Context: an optimization exercise on an open-source flow, tuned for small area and a short achievable clock period. The choices shown serve that exercise and are no tape-out recipe. The RTL was checked by simulation tests, not by an equivalence proof against the original design. No driver is modelled on the clock port, so clocking that relies on it looks cheaper here than on a real chip. Power is estimated from default activity; no workload was simulated.

`flow/constraint.sdc`:
```
create_clock -name core_clock -period 5.0 [get_ports {clk}]
set_input_delay 1.0000 -clock core_clock [delete_from_list [all_inputs] [get_ports {clk}]]
set_output_delay 1.0000 -clock core_clock [all_outputs]
set_load 0.01 [all_outputs]
```
`flow/design.v`:
```
module fpu_8097_stack_ctl #(
    parameter int DEPTH = 8,
    parameter int WIDTH = 80,
    localparam int TOPW = $clog2(DEPTH)
) (
    input  logic             clk,
    input  logic             rst,
    input  logic             op_valid,
    output logic             op_ready,
    input  logic [2:0]       op_code,
    input  logic [TOPW-1:0]  op_idx,
    input  logic [WIDTH-1:0] op_wdata,
    output logic             rsp_valid,
    input  logic             rsp_ready,
    output logic [WIDTH-1:0] rsp_data,
    output logic [7:0]       rsp_fault,
    input  logic             sw_clr,
    output logic [15:0]      sw,
    output logic [TOPW-1:0]  top,
    output logic [DEPTH-1:0] tag
);
    logic [DEPTH-1:0][WIDTH-1:0] mem;      
    logic [DEPTH-1:0][TOPW-1:0]  rel;      
    logic [DEPTH-1:0]            vs;       
    logic [DEPTH-1:0]            sel;      
    logic                        f_any, f_ovf, f_ill;
    logic                        ie, c1;
    logic             acc, is_push, is_pop, is_read, is_wr, is_xch, is_free, is_ill;
    logic             t0, t7, t_i, ovf, unf, ok_push, ok_pop, ok_xch;
    logic [DEPTH-1:0] hit_i, hit_0, hit_7, wen, nsel, pdec, tag_n, vs_n;
    logic [WIDTH-1:0] rd;
    assign op_ready = !rsp_valid || rsp_ready;
    assign acc      = op_valid && op_ready;
    assign is_push = op_code == 3'd1;
    assign is_pop  = op_code == 3'd2;
    assign is_read = op_code == 3'd3;
    assign is_wr   = op_code == 3'd4;
    assign is_xch  = op_code == 3'd5;
    assign is_free = op_code == 3'd6;
    assign is_ill  = op_code == 3'd7;
    always_comb
        for (int s = 0; s < DEPTH; s++) begin
            hit_i[s] = rel[s] == op_idx;
            hit_0[s] = rel[s] == '0;
            hit_7[s] = rel[s] == TOPW'(DEPTH - 1);
        end
    assign t0  = |(hit_0 & vs);
    assign t7  = |(hit_7 & vs);
    assign t_i = |(hit_i & vs);
    assign ok_push = is_push && !t7;
    assign ok_pop  = is_pop && t0;
    assign ok_xch  = is_xch && t0 && t_i;
    assign ovf     = is_push && t7;
    assign unf     = (is_pop && !t0) || (is_read && !t_i) || (is_xch && !(t0 && t_i));
    assign wen = {DEPTH{acc}} & (({DEPTH{is_push}} & hit_7 & ~vs) | ({DEPTH{is_wr}} & hit_i));
    always_ff @(posedge clk)
        for (int s = 0; s < DEPTH; s++)
            if (wen[s]) mem[s] <= op_wdata;
    always_comb
        for (int s = 0; s < DEPTH; s++)
            nsel[s] = acc ? ((is_read && hit_i[s] && vs[s]) || (is_pop && hit_0[s] && vs[s]) ||
                             (ok_xch && hit_0[s]))
                          : sel[s];
    fpu_8097_stack_rdmux #(.DEPTH(DEPTH), .WIDTH(WIDTH)) u_rdmux (
        .mem(mem), .sel(nsel), .rd(rd)
    );
    always_comb
        for (int k = 0; k < DEPTH; k++)
            pdec[k] = TOPW'(TOPW'(k) - top) == op_idx;
    always_comb begin
        tag_n = tag;
        if (ok_push) tag_n[TOPW'(top - 1'b1)] = 1'b1;
        if (ok_pop)  tag_n[top] = 1'b0;
        if (is_wr)   tag_n = tag_n | pdec;
        if (is_free) tag_n = tag_n & ~pdec;
    end
    always_comb begin
        vs_n = vs;
        if (is_push) vs_n = vs_n | hit_7;
        if (is_pop)  vs_n = vs_n & ~hit_0;
        if (is_wr)   vs_n = vs_n | hit_i;
        if (is_free) vs_n = vs_n & ~hit_i;
    end
    assign rsp_fault = {3'b000, f_any, 2'b00, f_ill, f_ovf};
    assign sw        = {2'b00, top, 1'b0, c1, 1'b0, ie, ie, 5'b00000, ie};
    always_ff @(posedge clk or posedge rst) begin
        if (rst) begin
            top       <= '0;
            tag       <= '0;
            vs        <= '0;
            for (int s = 0; s < DEPTH; s++) rel[s] <= TOPW'(s);
            sel       <= '0;
            rsp_data  <= '0;
            f_any     <= 1'b0;
            f_ovf     <= 1'b0;
            f_ill     <= 1'b0;
            ie        <= 1'b0;
            c1        <= 1'b0;
            rsp_valid <= 1'b0;
        end else begin
            if (acc) begin
                if (ok_push) top <= top - 1'b1;
                else if (ok_pop) top <= top + 1'b1;
                tag <= tag_n;
                vs  <= vs_n;
                for (int s = 0; s < DEPTH; s++) begin
                    if (ok_push) rel[s] <= rel[s] + 1'b1;
                    else if (ok_pop) rel[s] <= rel[s] - 1'b1;
                    else if (ok_xch && hit_0[s]) rel[s] <= op_idx;
                    else if (ok_xch && hit_i[s]) rel[s] <= '0;
                end
                f_any <= unf || ovf || is_ill;
                f_ovf <= ovf;
                f_ill <= is_ill;
            end
            sel       <= nsel;
            rsp_data  <= rd;
            rsp_valid <= acc || (rsp_valid && !rsp_ready);
            ie <= (acc && (ovf || unf)) || (ie && !sw_clr);
            c1 <= (acc && (ovf || unf)) ? ovf : (c1 && !sw_clr);
        end
    end
endmodule
module fpu_8097_stack_rdmux #(
    parameter int DEPTH = 8,
    parameter int WIDTH = 80
) (
    input  logic [DEPTH-1:0][WIDTH-1:0] mem,
    input  logic [DEPTH-1:0]            sel,
    output logic [WIDTH-1:0]            rd
);
    always_comb begin
        rd = '0;
        for (int s = 0; s < DEPTH; s++)
            rd = rd | (mem[s] & {WIDTH{sel[s]}});
    end
endmodule
```
`flow/config.mk`:
```
export PLATFORM = sky130hd
export DESIGN_NAME = fpu_8097_stack_ctl
export DESIGN_NICKNAME = fpu_8097_stack_ctl
export VERILOG_FILES = /design/flow/design.v
export SDC_FILE = /design/flow/constraint.sdc
export NUM_CORES = 4
export LEC_CHECK = 0
export CAP_MARGIN = 20
export CORE_MARGIN = 2
export CORE_UTILIZATION = 40
export SETUP_SLACK_MARGIN = 2.5
export SLEW_MARGIN = 20
export SYNTH_HIERARCHICAL = 1
export TNS_END_PERCENT = 5
```
`flow/flow/size_ports.tcl`:
```
# Size the buffers of timing-critical input ports for the load they drive:
# repair_timing leaves the buffers that buffer_ports inserted at their first size.
estimate_parasitics -placement
foreach inst [get_cells input*] {
  set out [get_pins -of_objects $inst -filter "direction==output"]
  if {[get_property $out slack_max] > 2.5} { continue }
  set fo [llength [get_pins -of_objects [get_nets -of_objects $out] -filter "direction==input"]]
  if {$fo >= 12} {
    set cell sky130_fd_sc_hd__buf_8
  } elseif {$fo >= 6} {
    set cell sky130_fd_sc_hd__buf_6
  } elseif {$fo >= 3} {
    set cell sky130_fd_sc_hd__buf_4
  } else {
    continue
  }
  puts "size_ports: [get_full_name $inst] fanout $fo slack [get_property $out slack_max] -> $cell"
  replace_cell $inst [get_lib_cells $cell]
}
```
`flow/flow/run.sh`:
```
#!/bin/bash
# Standard ORFS layout with these changes: ports buffered with plain buffers
# instead of delay cells, the buffers of timing-critical inputs sized for their
# load before CTS (flow/size_ports.tcl), the resizer allowed to change a cell's
# footprint, and a clock tree of smaller buffers without dummy loads.
set -euo pipefail
here=$(pwd)
bash standard.sh BUFFER_PORTS_ARGS="-buffer_cell sky130_fd_sc_hd__buf_2" MATCH_CELL_FOOTPRINT=0 \
  PRE_CTS_TCL="$here/flow/size_ports.tcl" \
  CTS_ARGS="-sink_clustering_enable -repair_clock_nets -buf_list sky130_fd_sc_hd__clkbuf_4 -sink_clustering_size 9 -sink_clustering_max_diameter 45 -dont_use_dummy_load" \
  finish > standard_flow.log 2>&1
```
`flow/standard.sh`:
```
#!/bin/bash
# synth_recipe.tcl (not shown) runs the flow's synth.tcl, then flattens the netlist and writes it again
# the make line also repeats each setting of config.mk as NAME=value (left out here)
make -C /OpenROAD-flow-scripts/flow DESIGN_CONFIG=/design/flow/config.mk WORK_HOME=/design/flow/orfs CLKGATE_MAP_FILE= SYNTH_SCRIPT=/design/flow/synth_recipe.tcl "${@:-finish}"
```
==> impl_metrics.csv <==
group,metric,value,unit
status,status,"timing/DRC/antenna clean",
detailed_routing,viasPerCell,5.90,
detailed_routing,postRouteAntennaNets,0,
cells_and_area,n_fill_cell,6346,
worst_setup_path,cp-end-kind,"flip-flop",
synthesis,yosys-mux-area-fraction,0.00597,
floorplan,die_w,277,um
detailed_routing,drtIter0Drc,1822,
floorplan,fp.dieH,277,um
global_routing,grt-ovfl-total,0,
worst_setup_path,cp.arrival,3.44,ns
global_routing,antenna_found_initial,21,
synthesis,synth_seq_cells,777,
synthesis,yosysSeqAreaShare,0.761,
sta,slew_violations,0,
sta,post-route-period-util,0.582,
pwr,ir_worst_vdd,0.227,mV
detailed_routing,wl_per_cell,28.6,um
sta,hold_viol,0,
synthesis,synth_top_family_by_area,"compound AO/OA/AOI/OAI gates",
floorplan,rows,100,
cells_and_area,area_delta_synth_final,16.4,%
cts,clk_latency,0.91,ns
cells_and_area,drive_gt1_frac,0.291,
pwr,power_density,396,mW/mm2
floorplan,core,0.0741,mm2
placed_design,numPortBuffers,193,
sta,fin_tns_setup,0,ns
detailed_routing,drtPass1Iterations,5,
synthesis,yosysTopAreaCell,"edfxtp_1",
detailed_routing,vias,17946,
pwr,p_leak,11.9,nW
worst_setup_path,critPathLaunchType,"input port",
floorplan,start_util,0.402,
synthesis,synthAdderAreaFrac,0.0164,
synthesis,avgSynthCellArea,17.0,um2
cts,hold_buffers,0,
sta,period_minus_slack,2.91,ns
sta,setup_viol,0,
synthesis,synthSimpleGateAreaFrac,0.0430,
sta,fmax,344,MHz
worst_setup_path,worstPathRequired,5.53,ns
worst_setup_path,crit_fanout,25,
cts,cts_tree,"done",
global_routing,gr-usage-all-layers,0.220,
sta,tightest_slew,0.925,ns
sta,max-slew-margin-rel,0.380,
global_routing,grt_pass1_wl,123,mm
worst_setup_path,path_class,"in2reg",
placed_design,preCtsSetupSlack,1.04,ns
placed_design,gp_congestion,0.831,
synthesis,synth_compound_area_frac,0.121,
pwr,power,13.7,mW
cts,numCtsBuffers,105,
synthesis,syn_area,0.0298,mm2
worst_setup_path,rrSetupSlack,2.14,ns
run,cap_violations,0,
detailed_routing,drc_errors,0,
synthesis,async_reset_ff_frac,0.176,
floorplan,dieArea,0.0766,mm2
synthesis,syn_inst,1753,
sta,fin_skew,0.101,ns
synthesis,ys_warn_count,8,
sta,rsz0062_at_grt,"true",
cts,clkSinkCount,777,
synthesis,yosys-top-cells-area,"edfxtp_1 (65%), dfrtp_1 (11%), a22oi_1 (8.6%)",
cts,clk_pin_slew_worst_paths,0.09,ns
synthesis,synth_most_common_cell,"edfxtp_1",
sta,setup_ws,2.09,ns
cells_and_area,utilization,0.468,
synthesis,synth_top_area_share,0.646,
synthesis,synth_cell_type_count,59,
placed_design,dp_hpwl,39.7,mm
global_routing,grt_pass1_vias,17791,
synthesis,synthXorXnorAreaFrac,0.0132,
floorplan,io_pins,208,
synthesis,synth_edf_count,640,
global_routing,grt_max_degree,110,
synthesis,ys_top_cells_by_count,"edfxtp_1 (640), a22oi_1 (340), dfrtp_1 (125)",
synthesis,synthFlopType,"edfxtp_1",
detailed_routing,wl,87.1,mm
cells_and_area,nNetsFinal,2201,
worst_hold_path,holdCritPathClass,"in2async",
==> cell usage in the layout (no fill, tap or decap), drive strengths merged, types with 3 or more instances in the layout <==
master	netlist	layout
xnor2	20	20
a41oi	3	3
a22oi	340	340
nand2	49	49
clkbuf	14	125
o211ai	12	12
nor2b	13	13
and3	8	8
a22o	5	5
o21a	18	18
dfstp	12	12
conb	1	14
nor2	24	24
o22a	10	10
xor2	25	25
dfrtp	125	125
a21oi	41	41
nor3b	9	9
mux2	6	6
edfxtp	640	640
nor4b	6	6
nand2b	14	14
nand4	83	83
or2	4	4
nand3	6	6
mux2i	11	11
a221oi	3	3
buf	108	300
nor3	6	6
diode	0	5
inv	22	21
ha	39	39
o31ai	3	3
o21ai	46	46
a31oi	8	8
==> timing repair <==
item | 4_1_cts | 5_1_grt
setup endpoints to repair | 520 | 697
setup buffers | 37 | 9
gates cloned | 33 | 11
gates resized for setup | 126 | 76
pin swaps | 25 | 23
==> cell type report <==
cell class | count | area (um2) | area share
multi-input combinational | 845 | 6910 | 0.199
tap | 969 | 1210 | 0.0350
timing repair buffer | 320 | 2980 | 0.0861
clock buffer | 105 | 788 | 0.0227
sequential | 777 | 22700 | 0.654
inverter | 22 | 86.3 | 0.00249
antenna | 5 | 12.5 | 0.000361
==> sequential cells by signal (all words and copies together) (netlist names), 3 cells and up <==
register,cells
rel,24
tag,8
top,3
mem,640
sel,8
rsp_data,80
vs,8
==> final timing paths <==
check,start,to,cells past startpoint
worst max-delay path,op_code[0],mem[254],6
worst min-delay path,rst,rsp_data[30],2
worst max register to register,rel[7],rsp_data[59],14
worst min register to register,mem[590],rsp_data[30],2
max in group asynchronous,rst,rsp_data[64],3
min in group core_clock,sw_clr,ie,2
==> power breakdown <==
group	internal, mW	switching (mW)	total (mW)
clock	0.958	1.95	2.91
sequential	7.45	0.404	7.86
combinational	1.25	1.70	2.96
total	9.66	4.06	13.7
==> per-layer routing <==
metal | track usage | vias up | routed length [um]
li1 | - | 7633 | -
met1 | 0.298 | 9207 | 34900
met2 | 0.356 | 911 | 41700
met3 | 0.0482 | 175 | 7800
met4 | 0.0651 | 20 | 2600
met5 | 0 | - | 111
==> stage by stage <==
| stage | instances | area [um2] | hold slack (ns) |
|---|---|---|---|
| after floorplan | 1766 | 30000 | 0.447 |
| after global placement | 2843 | 31700 | 0.454 |
| after detailed placement | 2843 | 31700 | 0.464 |
| after CTS | 3018 | 34000 | 0.200 |
| after global routing | 3042 | 34700 | 0.232 |
| final | 3043 | 34700 | 0.239 |
==> critical path: stages <==
cell and delay, ns:
buf_8 0.17, nor3b_2 0.78, nand2_1 0.16, or2_4 0.27
a21oi_4 0.67, buf_4 0.36
==> cells by family (layout without fill, tap and decap cells) <==
kind of cell	Yosys count	in the layout
other	1	19
xor gates and xnor gates	45	45
AOI/OAI and AO/OA	501	501
buffers and inverters	144	447
muxes	17	17
DFF	777	777
and+or+nand+nor	229	229
adders and majority gates	39	39

-- re-timing with driven ports --
How much do the figures lean on ideal ports? The routed layout below was timed once more, with nothing changed but the port constraints.
Step 1 assumes that a clkbuf_16 drives the clock port and a buf_2 every other input.
Step 2, shift: input delay + t, output delay - t, t = (earliest + latest rising clock arrival at the registers) / 2. This alone moves slack from input paths to output paths.
Slacks: no drivers / after step 1 / after step 2; pairs: no drivers / after step 1.
shift t [ns]: 0.916
slack for setup (ns): 2.089 / 2.070 / 1.153
slew at the worst register clock pin (ns): 0.10 / 0.10
After both steps this run still meets setup and hold. The setup slack of this run moves by -0.019 ns with the drivers and by -0.936 ns with both steps.
